What follows belongs to an exercise in optimizing a design on an open flow for a short achievable clock period and few clock cycles; a production flow would make more cautious choices. The RTL was checked by simulation tests, not by an equivalence proof against the original design. Power is estimated from default activity; no workload was simulated.

File: design.v
`timescale 1ns/1ps
`default_nettype none
package isa_pkg;
    localparam int xlen = 32;
    typedef logic [4:0]      reg_idx_t;
    typedef logic [xlen-1:0] word_t;
    typedef logic [4:0]      shamt_t;
    typedef enum logic [4:0] {
        op_rtype = 5'b00000,
        op_j     = 5'b00001,
        op_bne   = 5'b00010,
        op_addi  = 5'b00101,
        op_blt   = 5'b00110,
        op_sw    = 5'b00111,
        op_lw    = 5'b01000
    } opcode_t;
    typedef enum logic [4:0] {
        alu_add = 5'b00000,
        alu_sub = 5'b00001,
        alu_and = 5'b00010,
        alu_or  = 5'b00011,
        alu_sll = 5'b00100,
        alu_sra = 5'b00101
    } alu_op_t;
    localparam int op_hi    = 31;
    localparam int op_lo    = 27;
    localparam int rd_hi    = 26;
    localparam int rd_lo    = 22;
    localparam int rs_hi    = 21;
    localparam int rs_lo    = 17;
    localparam int rt_hi    = 16;
    localparam int rt_lo    = 12;
    localparam int shamt_hi = 11;
    localparam int shamt_lo = 7;
    localparam int aluop_hi = 6;
    localparam int aluop_lo = 2;
    localparam int imm_hi   = 16;
    localparam int imm_lo   = 0;
    localparam int imm_w    = 17;
    localparam int jt_w     = 27;    
endpackage
`default_nettype wire
`timescale 1ns/1ps
`default_nettype none
package pipe_pkg;
    typedef struct packed {
        logic    reg_write;
        logic    mem_read;
        logic    mem_write;
        logic    use_imm;        
        logic    is_branch_ne;
        logic    is_branch_lt;
        logic    is_jump;
        logic [4:0] alu_op;
    } ctrl_t;
    typedef struct packed {
        logic [31:0]insn;
        logic [31:0]pc_plus1;
    } fd_t;
    typedef struct packed {
        ctrl_t            ctrl;
        logic [4:0]        rd;
        logic [4:0]        rs;
        logic [4:0]        rt;            
        logic [4:0]          shamt;
        logic [31:0]           imm;
        logic [26:0]  jump_target;
        logic [31:0]           pc_plus1;
        logic [31:0]           op_a;
        logic [31:0]           op_b;
    } dx_t;
    typedef struct packed {
        ctrl_t    ctrl;
        logic [4:0]rd;
        logic [31:0]   alu_result;
        logic [31:0]   store_data;
    } xm_t;
    typedef struct packed {
        logic     reg_write;
        logic     mem_read;
        logic [4:0]rd;
        logic [31:0]   alu_result;
        logic [31:0]   load_data;
    } mw_t;
    typedef enum logic [1:0] {
        fwd_none = 2'b00,
        fwd_xm   = 2'b01,
        fwd_mw   = 2'b10
    } fwd_sel_t;
endpackage
`default_nettype wire
`timescale 1ns/1ps
`default_nettype none
module pc_counter #(
    parameter logic [31:0] reset_pc = '0
) (
    input  wire   clock,
    input  wire   rst,
    input  wire   stall,
    input  wire   redirect,
    input  isa_pkg::word_t redirect_pc,
    output isa_pkg::word_t pc,
    output isa_pkg::word_t pc_next_seq
);
    assign pc_next_seq = pc + isa_pkg::word_t'(1);    
    always_ff @(posedge clock) begin
        if (rst) begin
            pc <= reset_pc;
        end else if (redirect) begin
            pc <= redirect_pc;       
        end else if (!stall) begin
            pc <= pc_next_seq;
        end
    end
endmodule
`default_nettype wire
`timescale 1ns/1ps
`default_nettype none
module pipe_reg #(
    parameter int width = 1
) (
    input  wire      clock,
    input  wire      rst,
    input  wire      hold,
    input  wire      bubble,
    input  wire [width-1:0] d,
    output logic [width-1:0] q
);
    always_ff @(posedge clock) begin
        if (rst || bubble) begin
            q <= '0;
        end else if (!hold) begin
            q <= d;
        end
    end
endmodule
`default_nettype wire
`timescale 1ns/1ps
`default_nettype none
module decode_stage (
    input  pipe_pkg::fd_t      fd,
    output isa_pkg::reg_idx_t ctrl_read_reg_a,
    output isa_pkg::reg_idx_t ctrl_read_reg_b,
    input  isa_pkg::word_t    data_read_reg_a,
    input  isa_pkg::word_t    data_read_reg_b,
    output pipe_pkg::dx_t      dx
);
    isa_pkg::opcode_t opcode;
    pipe_pkg::ctrl_t   ctrl;
    logic    reads_rd;
    assign opcode   = isa_pkg::opcode_t'(fd.insn[isa_pkg::op_hi:isa_pkg::op_lo]);
    assign reads_rd = (opcode == isa_pkg::op_sw) || (opcode == isa_pkg::op_bne) || (opcode == isa_pkg::op_blt);
    assign ctrl_read_reg_a = fd.insn[isa_pkg::rs_hi:isa_pkg::rs_lo];
    assign ctrl_read_reg_b = reads_rd ? fd.insn[isa_pkg::rd_hi:isa_pkg::rd_lo] : fd.insn[isa_pkg::rt_hi:isa_pkg::rt_lo];
    always_comb begin
        ctrl = '0;
        case (opcode)
            isa_pkg::op_rtype: begin
                ctrl.reg_write = 1'b1;
                ctrl.alu_op    = isa_pkg::alu_op_t'(fd.insn[isa_pkg::aluop_hi:isa_pkg::aluop_lo]);
            end
            isa_pkg::op_addi: begin
                ctrl.reg_write = 1'b1;
                ctrl.use_imm   = 1'b1;
            end
            isa_pkg::op_lw: begin
                ctrl.reg_write = 1'b1;
                ctrl.mem_read  = 1'b1;
                ctrl.use_imm   = 1'b1;
            end
            isa_pkg::op_sw: begin
                ctrl.mem_write = 1'b1;
                ctrl.use_imm   = 1'b1;   
            end
            isa_pkg::op_bne:  ctrl.is_branch_ne = 1'b1;
            isa_pkg::op_blt:  ctrl.is_branch_lt = 1'b1;
            isa_pkg::op_j:    ctrl.is_jump      = 1'b1;
            default: ctrl = '0;          
        endcase
    end
    always_comb begin
        dx             = '0;
        dx.ctrl        = ctrl;
        dx.rd          = fd.insn[isa_pkg::rd_hi:isa_pkg::rd_lo];
        dx.rs          = ctrl_read_reg_a;
        dx.rt          = ctrl_read_reg_b;
        dx.shamt       = fd.insn[isa_pkg::shamt_hi:isa_pkg::shamt_lo];
        dx.imm         = {{(isa_pkg::xlen-isa_pkg::imm_w){fd.insn[isa_pkg::imm_hi]}}, fd.insn[isa_pkg::imm_hi:isa_pkg::imm_lo]};
        dx.jump_target = fd.insn[isa_pkg::jt_w-1:0];
        dx.pc_plus1    = fd.pc_plus1;
        dx.op_a        = data_read_reg_a;
        dx.op_b        = data_read_reg_b;
    end
endmodule
`default_nettype wire
`timescale 1ns/1ps
`default_nettype none
module alu (
    input  isa_pkg::alu_op_t op,
    input  isa_pkg::word_t   a,
    input  isa_pkg::word_t   b,
    input  isa_pkg::shamt_t  shamt,
    output isa_pkg::word_t   result,
    output logic    not_equal,
    output logic    less_than
);
    always_comb begin
        case (op)
            isa_pkg::alu_add: result = a + b;
            isa_pkg::alu_sub: result = a - b;
            isa_pkg::alu_and: result = a & b;
            isa_pkg::alu_or:  result = a | b;
            isa_pkg::alu_sll: result = a << shamt;
            isa_pkg::alu_sra: result = isa_pkg::word_t'($signed(a) >>> shamt);
            default: result = '0;
        endcase
    end
    assign not_equal = (a != b);
    assign less_than = ($signed(a) < $signed(b));
endmodule
`default_nettype wire
`timescale 1ns/1ps
`default_nettype none
module execute_stage (
    input  pipe_pkg::dx_t      dx,
    input  pipe_pkg::fwd_sel_t fwd_a,
    input  pipe_pkg::fwd_sel_t fwd_b,
    input  isa_pkg::word_t    xm_result,
    input  isa_pkg::word_t    mw_result,
    output pipe_pkg::xm_t      xm,
    output logic     redirect,
    output isa_pkg::word_t    redirect_pc
);
    isa_pkg::word_t src_a;
    isa_pkg::word_t src_b;
    isa_pkg::word_t alu_a;
    isa_pkg::word_t alu_b;
    isa_pkg::word_t alu_result;
    logic  is_branch;
    logic  not_equal;
    logic  less_than;
    logic  branch_taken;
    function automatic isa_pkg::word_t fwd_mux(input pipe_pkg::fwd_sel_t sel, input isa_pkg::word_t reg_val,
                                      input isa_pkg::word_t xm_val, input isa_pkg::word_t mw_val);
        case (sel)
            pipe_pkg::fwd_xm:  fwd_mux = xm_val;
            pipe_pkg::fwd_mw:  fwd_mux = mw_val;
            default: fwd_mux = reg_val;
        endcase
    endfunction
    assign src_a = fwd_mux(fwd_a, dx.op_a, xm_result, mw_result);    
    assign src_b = fwd_mux(fwd_b, dx.op_b, xm_result, mw_result);    
    assign is_branch = dx.ctrl.is_branch_ne || dx.ctrl.is_branch_lt;
    always_comb begin
        if (is_branch) begin
            alu_a = src_b;
            alu_b = src_a;
        end else begin
            alu_a = src_a;
            alu_b = dx.ctrl.use_imm ? dx.imm : src_b;
        end
    end
    alu u_alu (
        .op        (dx.ctrl.alu_op),
        .a         (alu_a),
        .b         (alu_b),
        .shamt     (dx.shamt),
        .result    (alu_result),
        .not_equal (not_equal),
        .less_than (less_than)
    );
    assign branch_taken = (dx.ctrl.is_branch_ne && not_equal) ||
                          (dx.ctrl.is_branch_lt && less_than);
    assign redirect     = branch_taken || dx.ctrl.is_jump;
    always_comb begin
        if (dx.ctrl.is_jump) begin
            redirect_pc = {{(isa_pkg::xlen-isa_pkg::jt_w){1'b0}}, dx.jump_target};
        end else begin
            redirect_pc = dx.pc_plus1 + dx.imm;      
        end
    end
    always_comb begin
        xm            = '0;
        xm.ctrl       = dx.ctrl;
        xm.rd         = dx.rd;
        xm.alu_result = alu_result;
        xm.store_data = src_b;       
    end
endmodule
`default_nettype wire
`timescale 1ns/1ps
`default_nettype none
module hazard_unit (
    input  isa_pkg::word_t    fd_insn,
    input  pipe_pkg::dx_t      dx,
    input  pipe_pkg::xm_t      xm,
    input  pipe_pkg::mw_t      mw,
    input  wire      redirect,
    output pipe_pkg::fwd_sel_t fwd_a,
    output pipe_pkg::fwd_sel_t fwd_b,
    output logic     stall,
    output logic     flush
);
    isa_pkg::opcode_t  fd_op;
    isa_pkg::reg_idx_t fd_rs;
    isa_pkg::reg_idx_t fd_src_b;
    logic     fd_uses_rs;
    logic     fd_uses_b;
    logic     fd_reads_rd;
    logic     xm_writes;
    logic     mw_writes;
    assign xm_writes = xm.ctrl.reg_write && !xm.ctrl.mem_read && (xm.rd != '0);
    assign mw_writes = mw.reg_write && (mw.rd != '0);
    always_comb begin
        if (xm_writes && (xm.rd == dx.rs)) begin
            fwd_a = pipe_pkg::fwd_xm;
        end else if (mw_writes && (mw.rd == dx.rs)) begin
            fwd_a = pipe_pkg::fwd_mw;
        end else begin
            fwd_a = pipe_pkg::fwd_none;
        end
    end
    always_comb begin
        if (xm_writes && (xm.rd == dx.rt)) begin
            fwd_b = pipe_pkg::fwd_xm;
        end else if (mw_writes && (mw.rd == dx.rt)) begin
            fwd_b = pipe_pkg::fwd_mw;
        end else begin
            fwd_b = pipe_pkg::fwd_none;
        end
    end
    assign fd_op       = isa_pkg::opcode_t'(fd_insn[isa_pkg::op_hi:isa_pkg::op_lo]);
    assign fd_rs       = fd_insn[isa_pkg::rs_hi:isa_pkg::rs_lo];
    assign fd_reads_rd = (fd_op == isa_pkg::op_sw) || (fd_op == isa_pkg::op_bne) || (fd_op == isa_pkg::op_blt);
    assign fd_src_b    = fd_reads_rd ? fd_insn[isa_pkg::rd_hi:isa_pkg::rd_lo] : fd_insn[isa_pkg::rt_hi:isa_pkg::rt_lo];
    assign fd_uses_rs  = (fd_op != isa_pkg::op_j);
    assign fd_uses_b   = fd_reads_rd || (fd_op == isa_pkg::op_rtype);
    assign stall = dx.ctrl.mem_read && (dx.rd != '0) &&
                   ((fd_uses_rs && (fd_rs == dx.rd)) ||
                    (fd_uses_b && (fd_src_b == dx.rd)));
    assign flush = redirect;
endmodule
`default_nettype wire
`timescale 1ns/1ps
`default_nettype none
module processor #(
    parameter logic [31:0] reset_pc = '0
) (
    input  wire      clock,
    input  wire      rst,
    output isa_pkg::word_t    address_imem,
    input  isa_pkg::word_t    q_imem,
    output isa_pkg::word_t    address_dmem,
    output isa_pkg::word_t    data,
    output logic     wren,
    input  isa_pkg::word_t    q_dmem,
    output logic     ctrl_write_enable,
    output isa_pkg::reg_idx_t ctrl_write_reg,
    output isa_pkg::reg_idx_t ctrl_read_reg_a,
    output isa_pkg::reg_idx_t ctrl_read_reg_b,
    output isa_pkg::word_t    data_write_reg,
    input  isa_pkg::word_t    data_read_reg_a,
    input  isa_pkg::word_t    data_read_reg_b
);
    isa_pkg::word_t    pc_next_seq;
    isa_pkg::word_t    redirect_pc;
    isa_pkg::word_t    mw_result;
    logic     redirect;
    logic     stall;
    logic     flush;
    pipe_pkg::fwd_sel_t fwd_a;
    pipe_pkg::fwd_sel_t fwd_b;
    pipe_pkg::fd_t      fd_d;
    pipe_pkg::fd_t      fd_q;
    pipe_pkg::dx_t      dx_d;
    pipe_pkg::dx_t      dx_q;
    pipe_pkg::xm_t      xm_d;
    pipe_pkg::xm_t      xm_q;
    pipe_pkg::mw_t      mw_d;
    pipe_pkg::mw_t      mw_q;
    pc_counter #(.reset_pc(reset_pc)) u_pc (
        .clock       (clock),
        .rst         (rst),
        .stall       (stall),
        .redirect    (redirect),
        .redirect_pc (redirect_pc),
        .pc          (address_imem),
        .pc_next_seq (pc_next_seq)
    );
    assign fd_d.insn     = q_imem;
    assign fd_d.pc_plus1 = pc_next_seq;
    pipe_reg #(.width(64)) u_fd (
        .clock (clock), .rst (rst), .hold (stall), .bubble (flush), .d (fd_d), .q (fd_q)
    );
    decode_stage u_decode (
        .fd              (fd_q),
        .ctrl_read_reg_a (ctrl_read_reg_a),
        .ctrl_read_reg_b (ctrl_read_reg_b),
        .data_read_reg_a (data_read_reg_a),
        .data_read_reg_b (data_read_reg_b),
        .dx              (dx_d)
    );
    pipe_reg #(.width(187)) u_dx (
        .clock (clock), .rst (rst), .hold (1'b0), .bubble (stall || flush), .d (dx_d), .q (dx_q)
    );
    execute_stage u_execute (
        .dx          (dx_q),
        .fwd_a       (fwd_a),
        .fwd_b       (fwd_b),
        .xm_result   (xm_q.alu_result),
        .mw_result   (mw_result),
        .xm          (xm_d),
        .redirect    (redirect),
        .redirect_pc (redirect_pc)
    );
    pipe_reg #(.width(81)) u_xm (
        .clock (clock), .rst (rst), .hold (1'b0), .bubble (1'b0), .d (xm_d), .q (xm_q)
    );
    assign address_dmem = xm_q.alu_result;
    assign data         = xm_q.store_data;
    assign wren         = xm_q.ctrl.mem_write;
    assign mw_d.reg_write  = xm_q.ctrl.reg_write;
    assign mw_d.mem_read   = xm_q.ctrl.mem_read;
    assign mw_d.rd         = xm_q.rd;
    assign mw_d.alu_result = xm_q.alu_result;
    assign mw_d.load_data  = q_dmem;
    pipe_reg #(.width(71)) u_mw (
        .clock (clock), .rst (rst), .hold (1'b0), .bubble (1'b0), .d (mw_d), .q (mw_q)
    );
    assign mw_result         = mw_q.mem_read ? mw_q.load_data : mw_q.alu_result;
    assign data_write_reg    = mw_result;
    assign ctrl_write_reg    = mw_q.rd;
    assign ctrl_write_enable = mw_q.reg_write && (mw_q.rd != '0);
    hazard_unit u_hazard (
        .fd_insn  (fd_q.insn),
        .dx       (dx_q),
        .xm       (xm_q),
        .mw       (mw_q),
        .redirect (redirect),
        .fwd_a    (fwd_a),
        .fwd_b    (fwd_b),
        .stall    (stall),
        .flush    (flush)
    );
endmodule
`default_nettype wire
File: run.sh
#!/bin/bash
# synth_recipe.tcl (not shown) runs the flow's synth.tcl, then flattens the netlist and writes it again
# the make line also repeats each setting of config.mk as NAME=value (left out here)
make -C /OpenROAD-flow-scripts/flow DESIGN_CONFIG=/design/flow/config.mk WORK_HOME=/design/flow/orfs CLKGATE_MAP_FILE= SYNTH_SCRIPT=/design/flow/synth_recipe.tcl finish
File: config.mk
export PLATFORM = sky130hd
export DESIGN_NAME = processor
export DESIGN_NICKNAME = processor
export VERILOG_FILES = /design/flow/design.v
export SDC_FILE = /design/flow/constraint.sdc
export NUM_CORES = 4
export LEC_CHECK = 0
export CAP_MARGIN = 20
export CORE_MARGIN = 2
export CORE_UTILIZATION = 40
export PLACE_DENSITY = 0.6
export SETUP_SLACK_MARGIN = 1.2
export SLEW_MARGIN = 20
File: constraint.sdc
create_clock -name core_clock -period 5.8 [get_ports {clock}]
set_input_delay 1.1600 -clock core_clock [delete_from_list [all_inputs] [get_ports {clock}]]
set_output_delay 1.1600 -clock core_clock [all_outputs]
set_load 0.01 [all_outputs]
==> results.sh, run 1 <==
export IMPL_die_area_mm2=0.0673
export IMPL_relSlewSlack=0.227
export IMPL_boundaryPins=275
export IMPL_setup_worst_path_end_class="flip-flop"
export IMPL_status="finished clean"
export IMPL_syn_avg_cell_area_um2=8.17
export IMPL_drive_gt1_frac=0.254
export IMPL_cts_sinks=379
export IMPL_critPathKind="flip-flop to flip-flop"
export IMPL_path_buf_inv=7
export IMPL_clockBufferDepth=3
export IMPL_numPortBuffers=274
export IMPL_grtUsageTotal=0.332
export IMPL_vdd_drop_max_v=0.000222
export IMPL_holdWs_ns=0.451
export IMPL_netlist_area_mm2=0.0261
export IMPL_rsz0062_at_grt="true"
export IMPL_grt_overflow=0
export IMPL_crit_family="simple AND/OR/NAND/NOR gates"
export IMPL_grt_max_degree=76
export IMPL_required_ns=6.31
export IMPL_yosysUniqueCellTypes=106
export IMPL_wl_per_cell_um=26.4
export IMPL_cts_tree="built"
export IMPL_async_flop_share=0
export IMPL_clkTransAtPathRegs_ns=0.06
export IMPL_clock_latency_ns=0.60
export IMPL_tightest_slew_ns=1.15
export IMPL_synth_main_ff_cell="dfxtp_1"
export IMPL_area_growth_pct=36.3
export IMPL_p_per_area_mw_per_mm2=258
export IMPL_chipHeight_um=259
export IMPL_antenna_found_initial=5
export IMPL_clock_fmax_mhz=185
export IMPL_leakagePower_nw=13.8
export IMPL_max_stage_delay_ns=0.59
export IMPL_clock_skew_ns=0.0394
export IMPL_finish_utilization=0.552
export IMPL_clockRootBuffer="clkbuf_16"
export IMPL_instances_no_fill=4471
export IMPL_dieWidth_um=259
export IMPL_cp_slowest_cell="or4_4"
export IMPL_coreArea_mm2=0.0645
export IMPL_vias=26988
export IMPL_finalSetupViolCount=0
export IMPL_cts_buffers=44
export IMPL_synth_edf_count=0
export IMPL_synth_seq_cells=379
export IMPL_finalMaxSlewViolations=0
export IMPL_cp_max_fo=13
export IMPL_crit_path_cell_trace="or4_4, o211ai_4, nor2_4, buf_6, buf_4, o21ai_4, o21ai_2, mux2i_1, o21ai_1, ha_1, or4_4, nand2b_4, or4_4, buf_6, o41ai_4, o2111ai_2, buf_4, buf_6, a21oi_4, buf_12, nand2b_4, clkbuf_16, a211oi_2"
export IMPL_crit_arrival_ns=5.93
export IMPL_placedCellCount=4237
export IMPL_post_route_drc_count=0
export IMPL_routed_wl_mm=118
export IMPL_finalHoldViolations=0
export IMPL_layout_nets=3842
export IMPL_dp_final_hpwl_mm=86.9
export IMPL_dr_pass1_iters=6
export IMPL_finalCritPeriodShare=0.934
export IMPL_via_per_inst=6.04
export IMPL_syn_inst=3193
export IMPL_hp_class="flip-flop to flip-flop"
export IMPL_htree_num_levels=2
export IMPL_ant_nets=0
export IMPL_synth_nets=3454
export IMPL_grt_pass1_vias=26419
export IMPL_fp_row_count=93
export IMPL_yosysSeqAreaShare=0.291
export IMPL_drv_cap=0
export IMPL_grt_pass1_wl_mm=168
export IMPL_startpoint_type="flip-flop"
export IMPL_ys_warn_count=9
export IMPL_gp_congestion=1.02
export IMPL_finalPower_mw=9.17
export IMPL_period_needed_ns=5.42
export IMPL_drt_initial_drc_count=2881
export IMPL_start_util=0.405
## metrics by stage
step	setup slack [ns]	cell area, um2	TNS, ns
detailed placement	-0.0432	30600	-0.0432
floorplan	0.899	26700	0
global placement	0.0426	30600	0
finish	0.383	35600	0
global route	0.258	35600	0
CTS	0.543	33800	0
## worst reg2reg max path: stages (launching register included)
cell and delay, ns:
dfxtp_4 0.35, or4_4 0.59, o211ai_4 0.24, nor2_4 0.11, buf_6 0.15, buf_4 0.14, o21ai_4 0.15, o21ai_2 0.11
mux2i_1 0.18, o21ai_1 0.11, ha_1 0.33, or4_4 0.44, nand2b_4 0.16, or4_4 0.42, buf_6 0.13, o41ai_4 0.33
o2111ai_2 0.22, buf_4 0.21, buf_6 0.11, a21oi_4 0.18, buf_12 0.16, nand2b_4 0.13, clkbuf_16 0.24, a211oi_2 0.15
## final timing paths
path | startpoint | end | slack [ns] | cells after the start
max | u_mw.q[66] | u_fd.q[24] | 0.38 | 23
min | u_fd.q[22] | u_dx.q[86] | 0.45 | 1
max reg2reg | u_mw.q[66] | u_fd.q[24] | 0.38 | 23
min reg2reg | u_fd.q[22] | u_dx.q[86] | 0.45 | 1
## state kept, by name, indices dropped and copies added, names as in the netlist
signal	flops
u_xm.q	72
u_dx.q	140
u_pc.pc	32
u_mw.q	71
u_fd.q	64
## synth_stat cells (16+ instances only)
library cell | number | area (um2)
nand3_1 | 56 | 280
nor2_1 | 229 | 860
nand2b_1 | 16 | 100
ha_1 | 128 | 1600
a21oi_1 | 192 | 961
mux4_2 | 42 | 946
a211oi_1 | 78 | 586
and2_1 | 135 | 845
xor2_1 | 62 | 543
buf_2 | 18 | 90.1
o22ai_1 | 33 | 206
buf_1 | 18 | 67.6
nor3_1 | 72 | 360
mux2i_1 | 104 | 1040
buf_4 | 82 | 616
nand2_1 | 348 | 1310
a21o_1 | 31 | 233
o21a_1 | 19 | 143
a31oi_1 | 42 | 263
inv_1 | 111 | 417
o211ai_1 | 44 | 330
a221oi_1 | 26 | 228
dfxtp_1 | 379 | 7590
clkbuf_1 | 160 | 601
and3_1 | 24 | 150
mux2_2 | 46 | 518
nor2b_1 | 130 | 813
o21ai_0 | 183 | 916
xnor2_1 | 76 | 666
## layout by cell type (no fill, tap or decap), types with 71 or more instances in the layout
cell / instances
buf_4: 247
nor2_1: 215
xnor2_1: 71
inv_1: 106
mux2i_1: 90
dfxtp_1: 370
o21ai_0: 117
nand2_1: 342
ha_1: 110
nor2b_1: 127
a21oi_1: 141
and2_1: 123
clkdlybuf4s50_1: 273
## timing repair
| action | 4_1_cts | 5_1_grt |
|---|---|---|
| hold endpoints to repair | 0 | 0 |
| endpoints found under the setup margin | 265 | 264 |
| resized for setup | 209 | 228 |
| buffers inserted | 88 | 40 |
| gates cloned | 9 | 16 |
| hold buffers | 0 | 0 |
| pin swaps | 78 | 96 |
## kinds of logic after synthesis
| family | Yosys count | share of synthesized area |
|---|---|---|
| compound gates | 831 | 0.216 |
| buf+inv | 413 | 0.0746 |
| flops | 379 | 0.291 |
| simple gates | 1102 | 0.207 |
| xor+xnor | 141 | 0.0482 |
| mux | 196 | 0.0992 |
| fa+ha+maj | 131 | 0.0637 |
## layout make-up
type	instances	area, um2
well taps	855	1070
diodes	2	5.00
fillers	5819	28900
clock inverters	21	219
inverters	123	463
flip-flops and latches	379	7600
repair buffers	629	6340
clock buffers	58	1240
multi-input cells	2404	18600
## metal layers
metal	wire length [um]	GRT usage	share of wire
met5	13	0	0.00011
met4	8250	0.191	0.070
met3	9290	0.0507	0.079
met2	56300	0.568	0.48
met1	44300	0.394	0.37
## power breakdown
part / switching [mW] / internal (mW) / total, mW
clock network: 1.21 / 1.62 / 2.83
registers: 0.262 / 2.79 / 3.06
logic: 1.81 / 1.48 / 3.29
Testbench counts, summed over its fixed seeds: cycles 211,920.
==> inputs of run 2 (changes only) <==
--- a/design.v
+++ b/design.v
@@ -200,9 +200,7 @@
     input  isa_pkg::word_t   a,
     input  isa_pkg::word_t   b,
     input  isa_pkg::shamt_t  shamt,
-    output isa_pkg::word_t   result,
-    output logic    not_equal,
-    output logic    less_than
+    output isa_pkg::word_t   result
 );
     always_comb begin
         case (op)
@@ -215,8 +213,6 @@
             default: result = '0;
         endcase
     end
-    assign not_equal = (a != b);
-    assign less_than = ($signed(a) < $signed(b));
 endmodule
 `default_nettype wire
 `timescale 1ns/1ps
@@ -362,85 +358,132 @@
     input  isa_pkg::word_t    data_read_reg_a,
     input  isa_pkg::word_t    data_read_reg_b
 );
-    isa_pkg::word_t    pc_next_seq;
-    isa_pkg::word_t    redirect_pc;
-    isa_pkg::word_t    mw_result;
-    logic     redirect;
-    logic     stall;
-    logic     flush;
-    pipe_pkg::fwd_sel_t fwd_a;
-    pipe_pkg::fwd_sel_t fwd_b;
-    pipe_pkg::fd_t      fd_d;
-    pipe_pkg::fd_t      fd_q;
-    pipe_pkg::dx_t      dx_d;
-    pipe_pkg::dx_t      dx_q;
-    pipe_pkg::xm_t      xm_d;
-    pipe_pkg::xm_t      xm_q;
-    pipe_pkg::mw_t      mw_d;
-    pipe_pkg::mw_t      mw_q;
-    pc_counter #(.reset_pc(reset_pc)) u_pc (
-        .clock       (clock),
-        .rst         (rst),
-        .stall       (stall),
-        .redirect    (redirect),
-        .redirect_pc (redirect_pc),
-        .pc          (address_imem),
-        .pc_next_seq (pc_next_seq)
-    );
-    assign fd_d.insn     = q_imem;
-    assign fd_d.pc_plus1 = pc_next_seq;
-    pipe_reg #(.width(64)) u_fd (
-        .clock (clock), .rst (rst), .hold (stall), .bubble (flush), .d (fd_d), .q (fd_q)
-    );
-    decode_stage u_decode (
-        .fd              (fd_q),
-        .ctrl_read_reg_a (ctrl_read_reg_a),
-        .ctrl_read_reg_b (ctrl_read_reg_b),
-        .data_read_reg_a (data_read_reg_a),
-        .data_read_reg_b (data_read_reg_b),
-        .dx              (dx_d)
-    );
-    pipe_reg #(.width(187)) u_dx (
-        .clock (clock), .rst (rst), .hold (1'b0), .bubble (stall || flush), .d (dx_d), .q (dx_q)
-    );
-    execute_stage u_execute (
-        .dx          (dx_q),
-        .fwd_a       (fwd_a),
-        .fwd_b       (fwd_b),
-        .xm_result   (xm_q.alu_result),
-        .mw_result   (mw_result),
-        .xm          (xm_d),
-        .redirect    (redirect),
-        .redirect_pc (redirect_pc)
-    );
-    pipe_reg #(.width(81)) u_xm (
-        .clock (clock), .rst (rst), .hold (1'b0), .bubble (1'b0), .d (xm_d), .q (xm_q)
-    );
-    assign address_dmem = xm_q.alu_result;
-    assign data         = xm_q.store_data;
-    assign wren         = xm_q.ctrl.mem_write;
-    assign mw_d.reg_write  = xm_q.ctrl.reg_write;
-    assign mw_d.mem_read   = xm_q.ctrl.mem_read;
-    assign mw_d.rd         = xm_q.rd;
-    assign mw_d.alu_result = xm_q.alu_result;
-    assign mw_d.load_data  = q_dmem;
-    pipe_reg #(.width(71)) u_mw (
-        .clock (clock), .rst (rst), .hold (1'b0), .bubble (1'b0), .d (mw_d), .q (mw_q)
-    );
-    assign mw_result         = mw_q.mem_read ? mw_q.load_data : mw_q.alu_result;
-    assign data_write_reg    = mw_result;
-    assign ctrl_write_reg    = mw_q.rd;
-    assign ctrl_write_enable = mw_q.reg_write && (mw_q.rd != '0);
-    hazard_unit u_hazard (
-        .fd_insn  (fd_q.insn),
-        .dx       (dx_q),
-        .xm       (xm_q),
-        .mw       (mw_q),
-        .redirect (redirect),
-        .fwd_a    (fwd_a),
-        .fwd_b    (fwd_b),
-        .stall    (stall),
-        .flush    (flush)
+    logic [31:0] pc;
+    logic [31:0] pc_plus1;
+    logic [4:0]  f_op;
+    logic        f_is_jump;
+    logic        f_is_branch;
+    logic [17:0] f_tgt_lo;
+    logic [14:0] f_tgt_hi;
+    logic [31:0] f_target;
+    logic [31:0] f_next;
+    assign address_imem = pc;
+    assign pc_plus1     = pc + 32'd1;
+    assign f_op        = q_imem[31:27];
+    assign f_is_jump   = (f_op == isa_pkg::op_j);
+    assign f_is_branch = (f_op == isa_pkg::op_bne) || (f_op == isa_pkg::op_blt);
+    assign f_tgt_lo = {1'b0, pc_plus1[16:0]} + {1'b0, q_imem[16:0]};
+    always_comb begin
+        case ({q_imem[16], f_tgt_lo[17]})
+            2'b01:   f_tgt_hi = pc_plus1[31:17] + 15'd1;
+            2'b10:   f_tgt_hi = pc_plus1[31:17] - 15'd1;
+            default: f_tgt_hi = pc_plus1[31:17];
+        endcase
+    end
+    assign f_target = {f_tgt_hi, f_tgt_lo[16:0]};
+    always_comb begin
+        if (f_is_jump)        f_next = {5'b0, q_imem[26:0]};
+        else if (f_is_branch) f_next = f_target;       
+        else                  f_next = pc_plus1;
+    end
+    logic        x_valid;
+    logic [31:0] x_insn;
+    logic [31:0] x_pc1;
+    logic [4:0]  x_op;
+    logic [4:0]  x_rd;
+    logic [4:0]  x_rs;
+    logic [4:0]  x_rt;
+    logic        x_is_r, x_is_addi, x_is_lw, x_is_sw, x_is_bne, x_is_blt;
+    logic        x_reads_rd;
+    logic [31:0] x_imm;
+    assign x_op  = x_insn[31:27];
+    assign x_rd  = x_insn[26:22];
+    assign x_rs  = x_insn[21:17];
+    assign x_rt  = x_insn[16:12];
+    assign x_imm = {{15{x_insn[16]}}, x_insn[16:0]};
+    assign x_is_r    = x_valid && (x_op == isa_pkg::op_rtype);
+    assign x_is_addi = x_valid && (x_op == isa_pkg::op_addi);
+    assign x_is_lw   = x_valid && (x_op == isa_pkg::op_lw);
+    assign x_is_sw   = x_valid && (x_op == isa_pkg::op_sw);
+    assign x_is_bne  = x_valid && (x_op == isa_pkg::op_bne);
+    assign x_is_blt  = x_valid && (x_op == isa_pkg::op_blt);
+    assign x_reads_rd = (x_op == isa_pkg::op_sw) || (x_op == isa_pkg::op_bne) || (x_op == isa_pkg::op_blt);
+    assign ctrl_read_reg_a = x_rs;
+    assign ctrl_read_reg_b = x_reads_rd ? x_rd : x_rt;
+    logic        m_we;
+    logic        m_load;
+    logic        m_store;
+    logic [4:0]  m_rd;
+    logic [31:0] m_result;
+    logic [31:0] m_data;
+    logic        w_we;
+    logic [4:0]  w_rd;
+    logic [31:0] w_val;
+    logic        fwd_a_m, fwd_b_m;
+    logic [31:0] m_fwd_val;
+    logic [31:0] src_a, src_b;
+    assign fwd_a_m   = m_we && (m_rd == ctrl_read_reg_a);
+    assign fwd_b_m   = m_we && (m_rd == ctrl_read_reg_b);
+    assign m_fwd_val = m_load ? q_dmem : m_result;
+    assign src_a     = fwd_a_m ? m_fwd_val : data_read_reg_a;
+    assign src_b     = fwd_b_m ? m_fwd_val : data_read_reg_b;
+    logic [31:0] alu_result;
+    logic [31:0] x_result;
+    alu u_alu (
+        .op     (isa_pkg::alu_op_t'(x_insn[6:2])),
+        .a      (src_a),
+        .b      (src_b),
+        .shamt  (x_insn[11:7]),
+        .result (alu_result)
     );
+    assign x_result = x_is_r ? alu_result : (src_a + x_imm);
+    logic x_ne, x_lt, x_mispredict;
+    assign x_ne = (src_b != src_a);
+    assign x_lt = ($signed(src_b) < $signed(src_a));
+    assign x_mispredict = (x_is_bne && !x_ne) || (x_is_blt && !x_lt);
+    logic x_we;
+    assign x_we = (x_is_r || x_is_addi || x_is_lw) && (x_rd != 5'd0);
+    always_ff @(posedge clock) begin
+        if (rst) begin
+            pc      <= reset_pc;
+            x_valid <= 1'b0;
+        end else if (x_mispredict) begin
+            pc      <= x_pc1;
+            x_valid <= 1'b0;
+        end else begin
+            pc      <= f_next;
+            x_valid <= 1'b1;
+        end
+    end
+    always_ff @(posedge clock) begin
+        x_insn <= q_imem;
+        x_pc1  <= pc_plus1;
+    end
+    always_ff @(posedge clock) begin
+        if (rst) begin
+            m_we    <= 1'b0;
+            m_load  <= 1'b0;
+            m_store <= 1'b0;
+            w_we    <= 1'b0;
+        end else begin
+            m_we    <= x_we;
+            m_load  <= x_is_lw;
+            m_store <= x_is_sw;
+            w_we    <= m_we;
+        end
+    end
+    always_ff @(posedge clock) begin
+        m_rd     <= x_rd;
+        m_result <= x_result;
+        m_data   <= src_b;
+        w_rd     <= m_rd;
+        w_val    <= m_fwd_val;
+    end
+    assign address_dmem      = m_result;
+    assign data              = m_data;
+    assign wren              = m_store;
+    assign ctrl_write_enable = w_we;
+    assign ctrl_write_reg    = w_rd;
+    assign data_write_reg    = w_val;
 endmodule
 `default_nettype wire
==> results.sh, run 2 <==
export IMPL_yosysUniqueCellTypes=80
export IMPL_cp_max_fo=8
export IMPL_cts_buffers=26
export IMPL_startpoint_type="flip-flop"
export IMPL_whs_endpoint="m_rd[2]"
export IMPL_clock_latency_ns=0.59
export IMPL_relSlewSlack=0.0938
export IMPL_fp_row_count=80
export IMPL_instances_no_fill=3377
export IMPL_post_route_drc_count=0
export IMPL_finalCritPeriodShare=0.892
export IMPL_clock_fmax_mhz=193
export IMPL_critPathKind="flip-flop to flip-flop"
export IMPL_yosysMostFrequentCell="dfxtp_1"
export IMPL_final_cell_mix="clkdlybuf4s50_1, buf_4, nor2_1, dfxtp_1, ha_1"
export IMPL_leakagePower_nw=11.1
export IMPL_vdd_drop_max_v=0.000213
export IMPL_hp_class="flip-flop to flip-flop"
export IMPL_syn_inst=2286
export IMPL_layout_nets=3067
export IMPL_diodes=0
export IMPL_synth_edf_count=0
export IMPL_hold_depth=0
export IMPL_r2r_end="m_result[31]"
export IMPL_htree_num_levels=1
export IMPL_drv_cap=0
export IMPL_period_needed_ns=5.17
export IMPL_dr_pass1_iters=7
export IMPL_synth_seq_cells=207
export IMPL_fin_ws_ns=0.627
export IMPL_clkTransAtPathRegs_ns=0.06
export IMPL_boundaryPins=275
export IMPL_via_per_inst=6.11
export IMPL_drive_gt1_frac=0.224
export IMPL_die_area_mm2=0.0500
export IMPL_r2r_cells=22
export IMPL_p_per_area_mw_per_mm2=211
export IMPL_routed_wl_mm=86.4
export IMPL_cts_hold_buf=0
export IMPL_rsz0062_at_grt="true"
export IMPL_final_common_cell="clkdlybuf4s50_1"
export IMPL_clockBufferDepth=3
export IMPL_setup_worst_path_end_class="flip-flop"
export IMPL_clock_skew_ns=0.0159
export IMPL_synthTopCellsByArea="dfxtp_1, ha_1, mux2i_1"
export IMPL_place_ws_ns=-0.373
export IMPL_synth_commonest_cells="dfxtp_1, nor2_1, ha_1, nand2_1, mux2i_1"
export IMPL_setup_tns_ns=0
export IMPL_grt_pass1_vias=19864
export IMPL_wl_per_cell_um=25.6
export IMPL_r2r_setup_slack_ns=0.63
export IMPL_syn_avg_cell_area_um2=8.44
export IMPL_antenna_found_initial=2
export IMPL_ys_warn_count=2
export IMPL_status="finished clean"
export IMPL_synth_nets=2611
export IMPL_finalSetupViolCount=0
export IMPL_gp_congestion=1.05
export IMPL_start_util=0.405
export IMPL_grt_pass1_wl_mm=127
export IMPL_placedCellCount=3273
export IMPL_tightest_slew_ns=1.32
export IMPL_vias=20633
export IMPL_synth_top_cell_by_area="dfxtp_1"
export IMPL_netlist_area_mm2=0.0193
export IMPL_async_flop_share=0
export IMPL_finalMaxSlewViolations=0
export IMPL_chipHeight_um=224
export IMPL_finalHoldViolations=0
export IMPL_coreArea_mm2=0.0476
export IMPL_holdWs_ns=0.379
export IMPL_drt_initial_drc_count=2202
export IMPL_cts_sinks=207
export IMPL_hold_start="x_insn[24]"
export IMPL_grtUsageTotal=0.333
export IMPL_required_ns=6.24
export IMPL_dp_final_hpwl_mm=66.9
export IMPL_yosysSeqAreaShare=0.215
export IMPL_clockRootBuffer="clkbuf_16"
export IMPL_ant_nets=0
export IMPL_synth_main_ff_cell="dfxtp_1"
export IMPL_crit_arrival_ns=5.62
export IMPL_synth_top_cell_area_share=0.215
export IMPL_grt_overflow=0
export IMPL_dieWidth_um=224
export IMPL_cts_tree="built"
export IMPL_area_growth_pct=38.0
export IMPL_grt_max_degree=46
export IMPL_reg2reg_from="x_insn[30]"
export IMPL_numPortBuffers=274
-- run 2: cell count changes after synthesis, sizes merged, moves of 61 or more --
| cell | before | now |
|---|---|---|
| ha | 128 | 191 |
| nor2b | 130 | 15 |
| clkbuf | 165 | 76 |
| buf | 125 | 41 |
| a211oi | 89 | 28 |
| o21ai | 192 | 114 |
| and2 | 136 | 8 |
| dfxtp | 379 | 207 |
| nand2 | 350 | 153 |
-- run 2: cell families (layout without fill, tap and decap cells) --
logic type               Yosys count  after routing  share of synthesized area
AND/OR/NAND/NOR                  613            613                      0.150
AO/OA/AOI/OAI                    589            589                      0.200
multiplexers                     271            271                      0.186
buffers and inverters            266            742                     0.0548
flip-flops                       207            207                      0.215
adder cells (fa/ha/maj)          195            195                      0.128
XOR/XNOR                         145            145                     0.0662
-- run 2: critical path: stages (launching register included) --
cell       delay, ns
dfxtp_4         0.37
or3b_4          0.40
o21ai_4         0.19
a21o_1          0.17
o2111ai_4       0.17
buf_12          0.20
mux2_2          0.30
o211ai_1        0.22
o21ai_1         0.12
buf_4           0.17
xnor2_2         0.13
ha_1            0.30
a211o_1         0.28
a211o_1         0.24
or4_1           0.40
o211ai_1        0.10
buf_4           0.17
o211a_4         0.20
o31ai_4         0.11
buf_6           0.17
a311oi_4        0.28
xor2_1          0.18
o2111ai_1       0.12
-- run 2: worst max path at each step --
stage                        end  slack (ns)       start
floorplan           m_result[29]        0.48  x_insn[31]
global placement    m_result[28]       -0.35   q_dmem[9]
detailed placement  m_result[26]       -0.37   q_dmem[9]
CTS                 m_result[26]        0.72  x_insn[30]
global route        m_result[22]        0.44  x_insn[31]
finish              m_result[31]        0.63  x_insn[30]
-- run 2: metrics by stage --
step                 util  total power, mW  area, um2
detailed placement  0.510             3.70      24300
finish              0.559             5.61      26600
CTS                 0.544             5.52      25900
global placement    0.510             3.68      24300
global route        0.559             5.84      26600
floorplan               -             2.76      19600
-- run 2: what timing repair did --
action / CTS / global route
setup buffers: 29 / 25
gates resized for setup: 137 / 95
cloned: 1 / 0
pin swaps: 73 / 75
endpoints found under the setup margin: 57 / 58
-- run 2: area by class of cell --
class,count,area (um2)
multi-input combinational,1813,15200
inverter,149,562
timing repair buffer,545,4930
sequential,207,4200
tap,615,769
clock inverter,11,166
fill,4319,21000
clock buffer,37,752
-- run 2: metal layers --
metal	vias to the layer above	GRT usage	routed length, um
met4	2	0.114	3520
li1	9348	-	-
met1	9981	0.447	36200
met2	1091	0.528	38400
met3	211	0.0723	8330
met5	-	0	15
-- run 2: report_power, final --
part           leakage [nW]  switching (mW)  internal, mW
Combinational          8.96            1.16          1.02
Sequential             1.73           0.103          1.57
Clock                 0.440           0.713          1.04
Total                  11.1            1.98          3.63
Testbench counts of run 2, summed over its fixed seeds: cycles 162,081.
==> inputs of run 3 (changes only) <==
--- a/design.v
+++ b/design.v
@@ -195,24 +195,62 @@
 `default_nettype wire
 `timescale 1ns/1ps
 `default_nettype none
-module alu (
-    input  isa_pkg::alu_op_t op,
-    input  isa_pkg::word_t   a,
-    input  isa_pkg::word_t   b,
-    input  isa_pkg::shamt_t  shamt,
-    output isa_pkg::word_t   result
+module ks_add #(
+    parameter int W = 32
+) (
+    input  wire [W-1:0] a,
+    input  wire [W-1:0] b,
+    input  wire         cin,
+    output wire [W-1:0] sum,
+    output wire         cout
 );
+    localparam int L = 5;       
+    logic [W-1:0] g [0:L];
+    logic [W-1:0] p [0:L];
+    logic [W-1:0] hp;
+    assign hp = a ^ b;
     always_comb begin
-        case (op)
-            isa_pkg::alu_add: result = a + b;
-            isa_pkg::alu_sub: result = a - b;
-            isa_pkg::alu_and: result = a & b;
-            isa_pkg::alu_or:  result = a | b;
-            isa_pkg::alu_sll: result = a << shamt;
-            isa_pkg::alu_sra: result = isa_pkg::word_t'($signed(a) >>> shamt);
-            default: result = '0;
-        endcase
+        g[0] = a & b;
+        p[0] = hp;
+        g[0][0] = (a[0] & b[0]) | (hp[0] & cin);
+        for (int l = 0; l < L; l++) begin
+            for (int i = 0; i < W; i++) begin
+                if (i >= (1 << l)) begin
+                    g[l+1][i] = g[l][i] | (p[l][i] & g[l][i - (1 << l)]);
+                    p[l+1][i] = p[l][i] & p[l][i - (1 << l)];
+                end else begin
+                    g[l+1][i] = g[l][i];
+                    p[l+1][i] = p[l][i];
+                end
+            end
+        end
+    end
+    assign sum  = hp ^ {g[L][W-2:0], cin};
+    assign cout = g[L][W-1];
+endmodule
+module slt32 (
+    input  wire [31:0] a,
+    input  wire [31:0] b,
+    output wire        lt
+);
+    logic [31:0] l [0:5];
+    logic [31:0] e [0:5];
+    always_comb begin
+        l[0] = ~a & b;
+        l[0][31] = a[31] & ~b[31];
+        e[0] = ~(a ^ b);
+        for (int k = 0; k < 5; k++) begin
+            for (int i = 0; i < 32; i++) begin
+                l[k+1][i] = 1'b0;
+                e[k+1][i] = 1'b0;
+            end
+            for (int i = 0; i < (32 >> (k + 1)); i++) begin
+                l[k+1][i] = l[k][2*i+1] | (e[k][2*i+1] & l[k][2*i]);
+                e[k+1][i] = e[k][2*i+1] & e[k][2*i];
+            end
+        end
     end
+    assign lt = l[5][0];
 endmodule
 `default_nettype wire
 `timescale 1ns/1ps
@@ -361,18 +399,37 @@
     logic [31:0] pc;
     logic [31:0] pc_plus1;
     logic [4:0]  f_op;
-    logic        f_is_jump;
+    logic [4:0]  f_rd, f_rs, f_rt, f_aop;
+    logic        f_is_r, f_is_addi, f_is_lw, f_is_sw, f_is_bne, f_is_blt, f_is_jump;
     logic        f_is_branch;
+    logic        f_reads_rd;
+    logic [4:0]  f_rb;
+    logic        f_we;
     logic [17:0] f_tgt_lo;
     logic [14:0] f_tgt_hi;
     logic [31:0] f_target;
     logic [31:0] f_next;
     assign address_imem = pc;
     assign pc_plus1     = pc + 32'd1;
-    assign f_op        = q_imem[31:27];
+    assign f_op  = q_imem[31:27];
+    assign f_rd  = q_imem[26:22];
+    assign f_rs  = q_imem[21:17];
+    assign f_rt  = q_imem[16:12];
+    assign f_aop = q_imem[6:2];
+    assign f_is_r      = (f_op == isa_pkg::op_rtype);
+    assign f_is_addi   = (f_op == isa_pkg::op_addi);
+    assign f_is_lw     = (f_op == isa_pkg::op_lw);
+    assign f_is_sw     = (f_op == isa_pkg::op_sw);
+    assign f_is_bne    = (f_op == isa_pkg::op_bne);
+    assign f_is_blt    = (f_op == isa_pkg::op_blt);
     assign f_is_jump   = (f_op == isa_pkg::op_j);
-    assign f_is_branch = (f_op == isa_pkg::op_bne) || (f_op == isa_pkg::op_blt);
-    assign f_tgt_lo = {1'b0, pc_plus1[16:0]} + {1'b0, q_imem[16:0]};
+    assign f_is_branch = f_is_bne || f_is_blt;
+    assign f_reads_rd  = f_is_sw || f_is_branch;
+    assign f_rb        = f_reads_rd ? f_rd : f_rt;
+    assign f_we        = (f_is_r || f_is_addi || f_is_lw) && (f_rd != 5'd0);
+    ks_add #(.W(17)) u_tgt (
+        .a (pc_plus1[16:0]), .b (q_imem[16:0]), .cin (1'b0), .sum (f_tgt_lo[16:0]), .cout (f_tgt_lo[17])
+    );
     always_comb begin
         case ({q_imem[16], f_tgt_lo[17]})
             2'b01:   f_tgt_hi = pc_plus1[31:17] + 15'd1;
@@ -387,29 +444,20 @@
         else                  f_next = pc_plus1;
     end
     logic        x_valid;
-    logic [31:0] x_insn;
-    logic [31:0] x_pc1;
-    logic [4:0]  x_op;
     logic [4:0]  x_rd;
     logic [4:0]  x_rs;
-    logic [4:0]  x_rt;
-    logic        x_is_r, x_is_addi, x_is_lw, x_is_sw, x_is_bne, x_is_blt;
-    logic        x_reads_rd;
+    logic [4:0]  x_rb;
+    logic [4:0]  x_shamt;
     logic [31:0] x_imm;
-    assign x_op  = x_insn[31:27];
-    assign x_rd  = x_insn[26:22];
-    assign x_rs  = x_insn[21:17];
-    assign x_rt  = x_insn[16:12];
-    assign x_imm = {{15{x_insn[16]}}, x_insn[16:0]};
-    assign x_is_r    = x_valid && (x_op == isa_pkg::op_rtype);
-    assign x_is_addi = x_valid && (x_op == isa_pkg::op_addi);
-    assign x_is_lw   = x_valid && (x_op == isa_pkg::op_lw);
-    assign x_is_sw   = x_valid && (x_op == isa_pkg::op_sw);
-    assign x_is_bne  = x_valid && (x_op == isa_pkg::op_bne);
-    assign x_is_blt  = x_valid && (x_op == isa_pkg::op_blt);
-    assign x_reads_rd = (x_op == isa_pkg::op_sw) || (x_op == isa_pkg::op_bne) || (x_op == isa_pkg::op_blt);
+    logic [31:0] x_pc1;
+    logic        x_we_d;         
+    logic        x_use_imm;      
+    logic        x_sub;
+    logic        x_sel_sum, x_sel_and, x_sel_or, x_sel_sll, x_sel_sra;
+    logic        x_lw_d, x_sw_d, x_bne_d, x_blt_d;
+    logic        x_fa_alu, x_fa_ld, x_fb_alu, x_fb_ld;
     assign ctrl_read_reg_a = x_rs;
-    assign ctrl_read_reg_b = x_reads_rd ? x_rd : x_rt;
+    assign ctrl_read_reg_b = x_rb;
     logic        m_we;
     logic        m_load;
     logic        m_store;
@@ -419,30 +467,26 @@
     logic        w_we;
     logic [4:0]  w_rd;
     logic [31:0] w_val;
-    logic        fwd_a_m, fwd_b_m;
-    logic [31:0] m_fwd_val;
     logic [31:0] src_a, src_b;
-    assign fwd_a_m   = m_we && (m_rd == ctrl_read_reg_a);
-    assign fwd_b_m   = m_we && (m_rd == ctrl_read_reg_b);
-    assign m_fwd_val = m_load ? q_dmem : m_result;
-    assign src_a     = fwd_a_m ? m_fwd_val : data_read_reg_a;
-    assign src_b     = fwd_b_m ? m_fwd_val : data_read_reg_b;
-    logic [31:0] alu_result;
-    logic [31:0] x_result;
-    alu u_alu (
-        .op     (isa_pkg::alu_op_t'(x_insn[6:2])),
-        .a      (src_a),
-        .b      (src_b),
-        .shamt  (x_insn[11:7]),
-        .result (alu_result)
+    logic [31:0] addend, sum, shl, sra, x_result;
+    assign src_a = x_fa_alu ? m_result : x_fa_ld ? q_dmem : data_read_reg_a;
+    assign src_b = x_fb_alu ? m_result : x_fb_ld ? q_dmem : data_read_reg_b;
+    assign addend = x_use_imm ? x_imm : (src_b ^ {32{x_sub}});
+    ks_add #(.W(32)) u_add (
+        .a (src_a), .b (addend), .cin (x_sub), .sum (sum), .cout ()
     );
-    assign x_result = x_is_r ? alu_result : (src_a + x_imm);
-    logic x_ne, x_lt, x_mispredict;
+    assign shl    = src_a << x_shamt;
+    assign sra    = isa_pkg::word_t'($signed(src_a) >>> x_shamt);
+    assign x_result = ({32{x_sel_sum}} & sum) |
+                      ({32{x_sel_and}} & (src_a & src_b)) |
+                      ({32{x_sel_or}}  & (src_a | src_b)) |
+                      ({32{x_sel_sll}} & shl) |
+                      ({32{x_sel_sra}} & sra);
+    logic x_ne, x_lt, x_mispredict, x_we;
     assign x_ne = (src_b != src_a);
-    assign x_lt = ($signed(src_b) < $signed(src_a));
-    assign x_mispredict = (x_is_bne && !x_ne) || (x_is_blt && !x_lt);
-    logic x_we;
-    assign x_we = (x_is_r || x_is_addi || x_is_lw) && (x_rd != 5'd0);
+    slt32 u_lt (.a (src_b), .b (src_a), .lt (x_lt));
+    assign x_mispredict = x_valid && ((x_bne_d && !x_ne) || (x_blt_d && !x_lt));
+    assign x_we = x_valid && x_we_d;
     always_ff @(posedge clock) begin
         if (rst) begin
             pc      <= reset_pc;
@@ -456,8 +500,29 @@
         end
     end
     always_ff @(posedge clock) begin
-        x_insn <= q_imem;
-        x_pc1  <= pc_plus1;
+        x_rd      <= f_rd;
+        x_rs      <= f_rs;
+        x_rb      <= f_rb;
+        x_shamt   <= q_imem[11:7];
+        x_imm     <= {{15{q_imem[16]}}, q_imem[16:0]};
+        x_pc1     <= pc_plus1;
+        x_we_d    <= f_we;
+        x_use_imm <= f_is_addi || f_is_lw || f_is_sw;
+        x_sub     <= f_is_r && (f_aop == isa_pkg::alu_sub);
+        x_sel_sum <= f_is_addi || f_is_lw || f_is_sw ||
+                     (f_is_r && ((f_aop == isa_pkg::alu_add) || (f_aop == isa_pkg::alu_sub)));
+        x_sel_and <= f_is_r && (f_aop == isa_pkg::alu_and);
+        x_sel_or  <= f_is_r && (f_aop == isa_pkg::alu_or);
+        x_sel_sll <= f_is_r && (f_aop == isa_pkg::alu_sll);
+        x_sel_sra <= f_is_r && (f_aop == isa_pkg::alu_sra);
+        x_lw_d    <= f_is_lw;
+        x_sw_d    <= f_is_sw;
+        x_bne_d   <= f_is_bne;
+        x_blt_d   <= f_is_blt;
+        x_fa_alu  <= x_we && !x_lw_d && (x_rd == f_rs);
+        x_fa_ld   <= x_we &&  x_lw_d && (x_rd == f_rs);
+        x_fb_alu  <= x_we && !x_lw_d && (x_rd == f_rb);
+        x_fb_ld   <= x_we &&  x_lw_d && (x_rd == f_rb);
     end
     always_ff @(posedge clock) begin
         if (rst) begin
@@ -467,8 +532,8 @@
             w_we    <= 1'b0;
         end else begin
             m_we    <= x_we;
-            m_load  <= x_is_lw;
-            m_store <= x_is_sw;
+            m_load  <= x_valid && x_lw_d;
+            m_store <= x_valid && x_sw_d;
             w_we    <= m_we;
         end
     end
@@ -477,7 +542,7 @@
         m_result <= x_result;
         m_data   <= src_b;
         w_rd     <= m_rd;
-        w_val    <= m_fwd_val;
+        w_val    <= m_load ? q_dmem : m_result;
     end
     assign address_dmem      = m_result;
     assign data              = m_data;
==> results.sh, run 3 <==
export IMPL_status="finished clean"
export IMPL_syn_inst=2128
export IMPL_routed_wl_mm=71.4
export IMPL_syn_avg_cell_area_um2=8.14
export IMPL_instances_no_fill=3105
export IMPL_fp_row_count=76
export IMPL_vdd_drop_max_v=0.000179
export IMPL_synth_main_ff_cell="dfxtp_1"
export IMPL_netSwitchingFraction=0.318
export IMPL_cts_hold_buf=0
export IMPL_internal_power_mw=3.30
export IMPL_fillCellCount=4055
export IMPL_crit_arrival_ns=5.39
export IMPL_htree_num_levels=1
export IMPL_boundaryPins=275
export IMPL_setup_tns_ns=0
export IMPL_cts_tree="built"
export IMPL_seq_area_mm2=0.00451
export IMPL_grtUsageTotal=0.308
export IMPL_placedCellCount=3005
export IMPL_dr_pass1_iters=7
export IMPL_hold_depth=0
export IMPL_period_needed_ns=4.93
export IMPL_cts_sinks=223
export IMPL_finalSetupViolCount=0
export IMPL_synth_top_cell_area_share=0.258
export IMPL_p_sw_mw=1.54
export IMPL_dp_final_hpwl_mm=55.4
export IMPL_chipHeight_um=212
export IMPL_finalCritPeriodShare=0.850
export IMPL_tightest_slew_ns=1.10
export IMPL_coreArea_mm2=0.0429
export IMPL_synth_seq_cells=223
export IMPL_clock_latency_ns=0.57
export IMPL_synth_commonest_cells="dfxtp_1, a21oi_1, mux2i_1, nand2_1, nor2_1"
export IMPL_die_area_mm2=0.0450
export IMPL_cp_max_fo=4
export IMPL_drv_cap=0
export IMPL_gp_congestion=0.999
export IMPL_critPathKind="flip-flop to flip-flop"
export IMPL_r2r_cells=27
export IMPL_hp_class="flip-flop to flip-flop"
export IMPL_wl_met2_mm=33.6
export IMPL_required_ns=6.26
export IMPL_async_flop_share=0
export IMPL_finalPower_mw=4.84
export IMPL_finalHoldViolations=0
export IMPL_startpoint_type="flip-flop"
export IMPL_top_layer="met4"
export IMPL_yosysMostFrequentCell="dfxtp_1"
export IMPL_fin_ws_ns=0.871
export IMPL_antenna_found_initial=0
export IMPL_synth_top_cell_by_area="dfxtp_1"
export IMPL_start_util=0.404
export IMPL_post_route_drc_count=0
export IMPL_clkPwrFrac=0.365
export IMPL_rsz0062_at_grt="true"
export IMPL_grt_max_degree=58
export IMPL_synthTopCellsByArea="dfxtp_1, mux2i_1, ha_1"
export IMPL_clock_fmax_mhz=203
export IMPL_yosysUniqueCellTypes=92
export IMPL_clockRootBuffer="clkbuf_16"
export IMPL_clockBufferDepth=3
export IMPL_synth_nets=2411
export IMPL_multi_input_comb_area_mm2=0.0127
export IMPL_yosysSeqAreaShare=0.258
export IMPL_diodes=0
export IMPL_final_common_cell="clkdlybuf4s50_1"
export IMPL_layout_nets=2784
export IMPL_wl_per_cell_um=23.0
export IMPL_relSlewSlack=0.267
export IMPL_vias=17691
export IMPL_ant_nets=0
export IMPL_power_frac_seq=0.345
export IMPL_finalMaxSlewViolations=0
export IMPL_clkTransAtPathRegs_ns=0.06
export IMPL_place_ws_ns=-0.228
export IMPL_cts_buffers=28
export IMPL_setup_worst_path_end_class="flip-flop"
export IMPL_drt_initial_drc_count=1345
export IMPL_finish_utilization=0.546
export IMPL_grt_overflow=0
export IMPL_power_share_combinational=0.290
export IMPL_synth_edf_count=0
export IMPL_route_met3_wl_mm=4.20
export IMPL_grt_pass1_vias=17641
export IMPL_drive_gt1_frac=0.178
export IMPL_final_cell_mix="clkdlybuf4s50_1, dfxtp_1, mux2i_1, buf_4, nand2_1"
export IMPL_ys_warn_count=10
export IMPL_via_per_inst=5.70
export IMPL_p_per_area_mw_per_mm2=207
export IMPL_numPortBuffers=274
export IMPL_netlist_area_mm2=0.0173
export IMPL_clock_skew_ns=0.0140
export IMPL_dieWidth_um=212
export IMPL_area_growth_pct=35.3
export IMPL_grt_pass1_wl_mm=106
export IMPL_leakagePower_nw=9.79
export IMPL_wl_met1_mm=29.1
==> run 3: cell types whose count changed after synthesis, sizes merged, moves of 28 or more <==
cell | previous run | this run
ha | 191 | 150
o22ai | 33 | 5
nand2 | 153 | 183
inv | 149 | 102
nand3 | 61 | 28
mux2i | 152 | 193
o21ai | 114 | 149
mux4 | 65 | 2
a21oi | 142 | 212
==> run 3: cell families (layout without fill, tap and decap cells) <==
group | Yosys count | count (layout) | synth area share
AOI/OAI and AO/OA | 594 | 594 | 0.214
and+or+nand+nor | 568 | 568 | 0.157
muxes | 243 | 243 | 0.145
buffers and inverters | 227 | 619 | 0.0508
DFF | 223 | 223 | 0.258
adders and majority gates | 153 | 153 | 0.112
xor gates and xnor gates | 120 | 120 | 0.0626
==> run 3: final cells by class <==
cell class / instances / area share
sequential: 223 / 0.192
inverter: 105 / 0.0170
clock inverter: 10 / 0.00454
clock buffer: 39 / 0.0343
tap: 585 / 0.0312
timing repair buffer: 465 / 0.180
multi-input combinational: 1678 / 0.540
==> run 3: routing by layer <==
metal | GRT usage | vias up
met1 | 0.366 | 8497
met2 | 0.524 | 636
met5 | 0 | -
met4 | 0.182 | 0
met3 | 0.0482 | 195
li1 | - | 8363
==> run 3: critical path, stage by stage (launching register included) <==
cell and delay [ns]:
dfxtp_4 0.38, ha_4 0.21, nand2_8 0.09, nor2_4 0.17
nand2_2 0.12, nor2_1 0.15, xor2_1 0.27, ha_1 0.33
nand3_1 0.11, o211a_1 0.20, a21oi_2 0.08, a21oi_2 0.12
o21ai_1 0.08, a21oi_2 0.17, ha_2 0.24, clkinv_4 0.07
xnor2_2 0.12, ha_2 0.22, o31ai_4 0.18, mux2i_2 0.13
a2111oi_4 0.36, buf_4 0.20, buf_4 0.12, o21ai_4 0.08
xnor2_1 0.17, nor2_1 0.07, xnor2_1 0.12, a311oi_1 0.27
==> run 3: metrics by stage <==
stage               hold slack, ns  area [um2]
floorplan                    0.310       17400
finish                       0.317       23400
CTS                          0.319       22900
global placement             0.312       21400
global route                 0.328       23400
detailed placement           0.313       21400
==> run 3: power by group through the flow <==
stage / registers, mW / clock network, mW / logic, mW
after floorplan: 1.70 / 0 / 0.715
after global placement: 1.70 / 0 / 1.27
after detailed placement: 1.70 / 0 / 1.28
after CTS: 1.67 / 1.79 / 1.34
after global routing: 1.68 / 1.86 / 1.51
final: 1.67 / 1.77 / 1.41
==> run 3: path summary, 6_finish.rpt <==
path	startpoint	endpoint	slack, ns
min	m_rd[0]	w_rd[0]	0.32
max	pc[0]	pc[25]	0.87
max reg2reg	pc[0]	pc[25]	0.87
min reg2reg	m_rd[0]	w_rd[0]	0.32
==> run 3: what timing repair did <==
| item | CTS | global route |
|---|---|---|
| setup endpoints to repair | 38 | 41 |
| pin swaps | 37 | 55 |
| gates resized for setup | 108 | 94 |
| buffers inserted | 30 | 21 |
Testbench counts of run 3, summed over its fixed seeds: cycles 162,081.
==> inputs of run 4 (changes only) <==
--- a/config.mk
+++ b/config.mk
@@ -9,5 +9,6 @@
 export CORE_MARGIN = 2
 export CORE_UTILIZATION = 40
 export PLACE_DENSITY = 0.6
-export SETUP_SLACK_MARGIN = 1.2
+export SETUP_SLACK_MARGIN = 4.0
 export SLEW_MARGIN = 20
+export TNS_END_PERCENT = 100
==> results.sh, run 4 <==
export IMPL_drv_cap=0
export IMPL_ant_nets=0
export IMPL_numPortBuffers=274
export IMPL_placedInstanceArea_mm2=0.0217
export IMPL_fin_area_mm2=0.0277
export IMPL_cts_buffers=28
export IMPL_critPathKind="flip-flop to flip-flop"
export IMPL_startpoint_type="flip-flop"
export IMPL_synthTopCellsByArea="dfxtp_1, mux2i_1, ha_1"
export IMPL_finish_utilization=0.646
export IMPL_cp_max_fo=3
export IMPL_hold_start="m_rd[2]"
export IMPL_yosysMostFrequentCell="dfxtp_1"
export IMPL_chipHeight_um=212
export IMPL_vias=19126
export IMPL_final_common_cell="buf_4"
export IMPL_start_util=0.404
export IMPL_whs_endpoint="w_rd[2]"
export IMPL_drive_gt1_frac=0.430
export IMPL_finalSetupViolCount=0
export IMPL_hp_class="flip-flop to flip-flop"
export IMPL_clockRootBuffer="clkbuf_16"
export IMPL_p_sw_mw=1.77
export IMPL_layout_nets=3023
export IMPL_vdd_drop_max_v=0.000226
export IMPL_drt_initial_drc_count=1506
export IMPL_clkPwrFrac=0.356
export IMPL_synth_commonest_cells="dfxtp_1, a21oi_1, mux2i_1, nand2_1, nor2_1"
export IMPL_clock_skew_ns=0.0185
export IMPL_rsz0062_at_grt="true"
export IMPL_final_cell_mix="buf_4, buf_6, mux2i_1, nand2_1, nor2_1"
export IMPL_synth_main_ff_cell="dfxtp_1"
export IMPL_dp_final_hpwl_mm=52.9
export IMPL_clock_latency_ns=0.58
export IMPL_cpMostUsedCell="a21oi_2"
export IMPL_netSwitchingFraction=0.326
export IMPL_r2r_setup_slack_ns=0.88
export IMPL_tightest_slew_ns=0.976
export IMPL_power_frac_seq=0.306
export IMPL_max_stage_delay_ns=0.39
export IMPL_boundaryPins=275
export IMPL_finalCritPeriodShare=0.848
export IMPL_dr_pass1_iters=6
export IMPL_p_per_area_mw_per_mm2=196
export IMPL_crit_arrival_ns=5.39
export IMPL_power_share_combinational=0.338
export IMPL_setup_worst_path_end_class="flip-flop"
export IMPL_gp_congestion=0.960
export IMPL_finalMaxSlewViolations=0
export IMPL_netlist_area_mm2=0.0173
export IMPL_grt_max_degree=72
export IMPL_finalHoldViolations=0
export IMPL_grt_pass1_vias=18834
export IMPL_synth_top_cell_by_area="dfxtp_1"
export IMPL_synth_seq_cells=223
export IMPL_via_per_inst=5.71
export IMPL_yosysSeqAreaShare=0.258
export IMPL_leakagePower_nw=12.0
export IMPL_dieWidth_um=212
export IMPL_r2r_cells=28
export IMPL_post_route_drc_count=0
export IMPL_clock_fmax_mhz=203
export IMPL_syn_avg_cell_area_um2=8.14
export IMPL_status="finished clean"
export IMPL_ys_warn_count=10
export IMPL_cts_sinks=223
export IMPL_coreArea_mm2=0.0429
export IMPL_area_growth_pct=59.9
export IMPL_syn_inst=2128
export IMPL_clkTransAtPathRegs_ns=0.06
export IMPL_r2r_end="pc[25]"
export IMPL_async_flop_share=0
export IMPL_period_needed_ns=4.92
export IMPL_synth_top_cell_area_share=0.258
export IMPL_grt_pass1_wl_mm=112
export IMPL_synth_nets=2411
export IMPL_fp_row_count=76
export IMPL_synth_edf_count=0
export IMPL_cp_slowest_cell="dfxtp_4"
export IMPL_hold_depth=0
export IMPL_reg2reg_from="pc[1]"
export IMPL_die_area_mm2=0.0450
export IMPL_yosysUniqueCellTypes=92
export IMPL_clockBufferDepth=3
export IMPL_wl_per_cell_um=22.9
export IMPL_cts_tree="built"
export IMPL_required_ns=6.27
export IMPL_grtUsageTotal=0.322
export IMPL_htree_num_levels=1
export IMPL_antenna_found_initial=1
export IMPL_relSlewSlack=0.346
export IMPL_grt_overflow=0
export IMPL_fillCellCount=3554
export IMPL_internal_power_mw=3.67
export IMPL_routed_wl_mm=76.6
## run 4: critical path: cells and delay by family, from the launching register on
family | cells | cell delay (ns)
buffers and inverters | 3 | 0.36
muxes | 1 | 0.14
adders and majority gates | 4 | 0.81
DFF | 1 | 0.39
xor gates and xnor gates | 4 | 0.51
AOI/OAI and AO/OA | 12 | 2.11
and+or+nand+nor | 4 | 0.48
## run 4: metrics by stage
stage	worst slack [ns]	hold slack (ns)	TNS, ns	std cells	power (mW)
finish	0.882	0.327	0	3348	5.44
global route	0.704	0.335	0	3348	5.63
CTS	0.899	0.328	0	3278	5.24
detailed placement	-0.225	0.315	-1.08	2971	2.97
global placement	-0.125	0.314	-0.428	2971	2.96
floorplan	0.520	0.310	0	2128	2.46
## run 4: logic make-up after synthesis
family	synth area share
xor gates and xnor gates	0.0626
adders and majority gates	0.112
muxes	0.145
buffers and inverters	0.0508
DFF	0.258
AOI/OAI and AO/OA	0.214
and+or+nand+nor	0.157
## run 4: per-layer routing
layer	vias up	routed length [um]	GRT usage
met4	0	3150	0.116
met5	-	0	0
met3	199	4650	0.0378
li1	8849	-	-
met2	799	37600	0.569
met1	9279	31200	0.403
## run 4: worst max path at each step
| stage | cells after the start | end | startpoint |
|---|---|---|---|
| global route | 29 | pc[31] | pc[0] |
| global placement | 25 | pc[31] | q_imem[1] |
| detailed placement | 24 | pc[25] | q_imem[1] |
| finish | 28 | pc[25] | pc[1] |
| floorplan | 25 | pc[29] | q_imem[1] |
| CTS | 27 | pc[29] | pc[0] |
## run 4: layout make-up
class,instances,area (um2),share of cell area
Timing Repair Buffer,704,6490,0.234
Multi-Input combinational cell,1678,14300,0.517
Clock buffer,31,753,0.0272
Clock inverter,21,260,0.00940
Antenna cell,1,2.50,0.0000904
Inverter,105,418,0.0151
Tap cell,585,732,0.0264
Sequential cell,223,4730,0.171
## run 4: repair_timing
action / in CTS / in global routing
endpoints found under the setup margin: 264 / 247
gates cloned: 2 / 0
pin swaps: 182 / 162
setup buffers: 253 / 69
resized for setup: 1236 / 260
hold buffers: 0 / 0
## run 4: power by group through the flow
stage / combinational (mW) / clock, mW / sequential [mW]
after floorplan: 0.750 / 0 / 1.71
after global placement: 1.26 / 0 / 1.70
after detailed placement: 1.27 / 0 / 1.70
after CTS: 1.62 / 1.96 / 1.66
after global routing: 1.94 / 2.02 / 1.67
final: 1.84 / 1.94 / 1.66

[separate check: timing with driven ports]
How much do the figures lean on ideal ports? The routed layouts below were timed once more, with nothing changed but the port constraints.
Step 1 sets driving cells, clkbuf_16 on the clock port and buf_2 on the other inputs (assumed; they add their load-dependent delay and slew).
Step 2 moves the port delays by t, midway between the first and last clock arrival at a register: inputs arrive t later, outputs are due t later. That takes back most of the time a late clock gives input paths.
Slacks: ideal / step 1 / step 2; pairs: ideal / step 1.
| run | t (ns) | setup WS [ns] | worst hold slack (ns) | worst setup path at the end |
|---|---|---|---|---|
| run 1 | 0.641 | 0.383 / 0.383 / 0.383 | 0.451 / 0.451 / 0.451 | register to register |
| run 2 | 0.643 | 0.627 / 0.627 / 0.072 | 0.379 / 0.379 / 0.379 | input to register |
| run 3 | 0.624 | 0.871 / 0.871 / 0.337 | 0.317 / 0.317 / 0.317 | input to register |
| run 4 | 0.625 | 0.882 / 0.882 / 0.324 | 0.327 / 0.327 / 0.327 | input to register |
After both steps setup and hold are still met in every run listed. The setup slack of run 4, which loses most, moves by 0.000 ns with the drivers and by -0.558 ns with both steps.
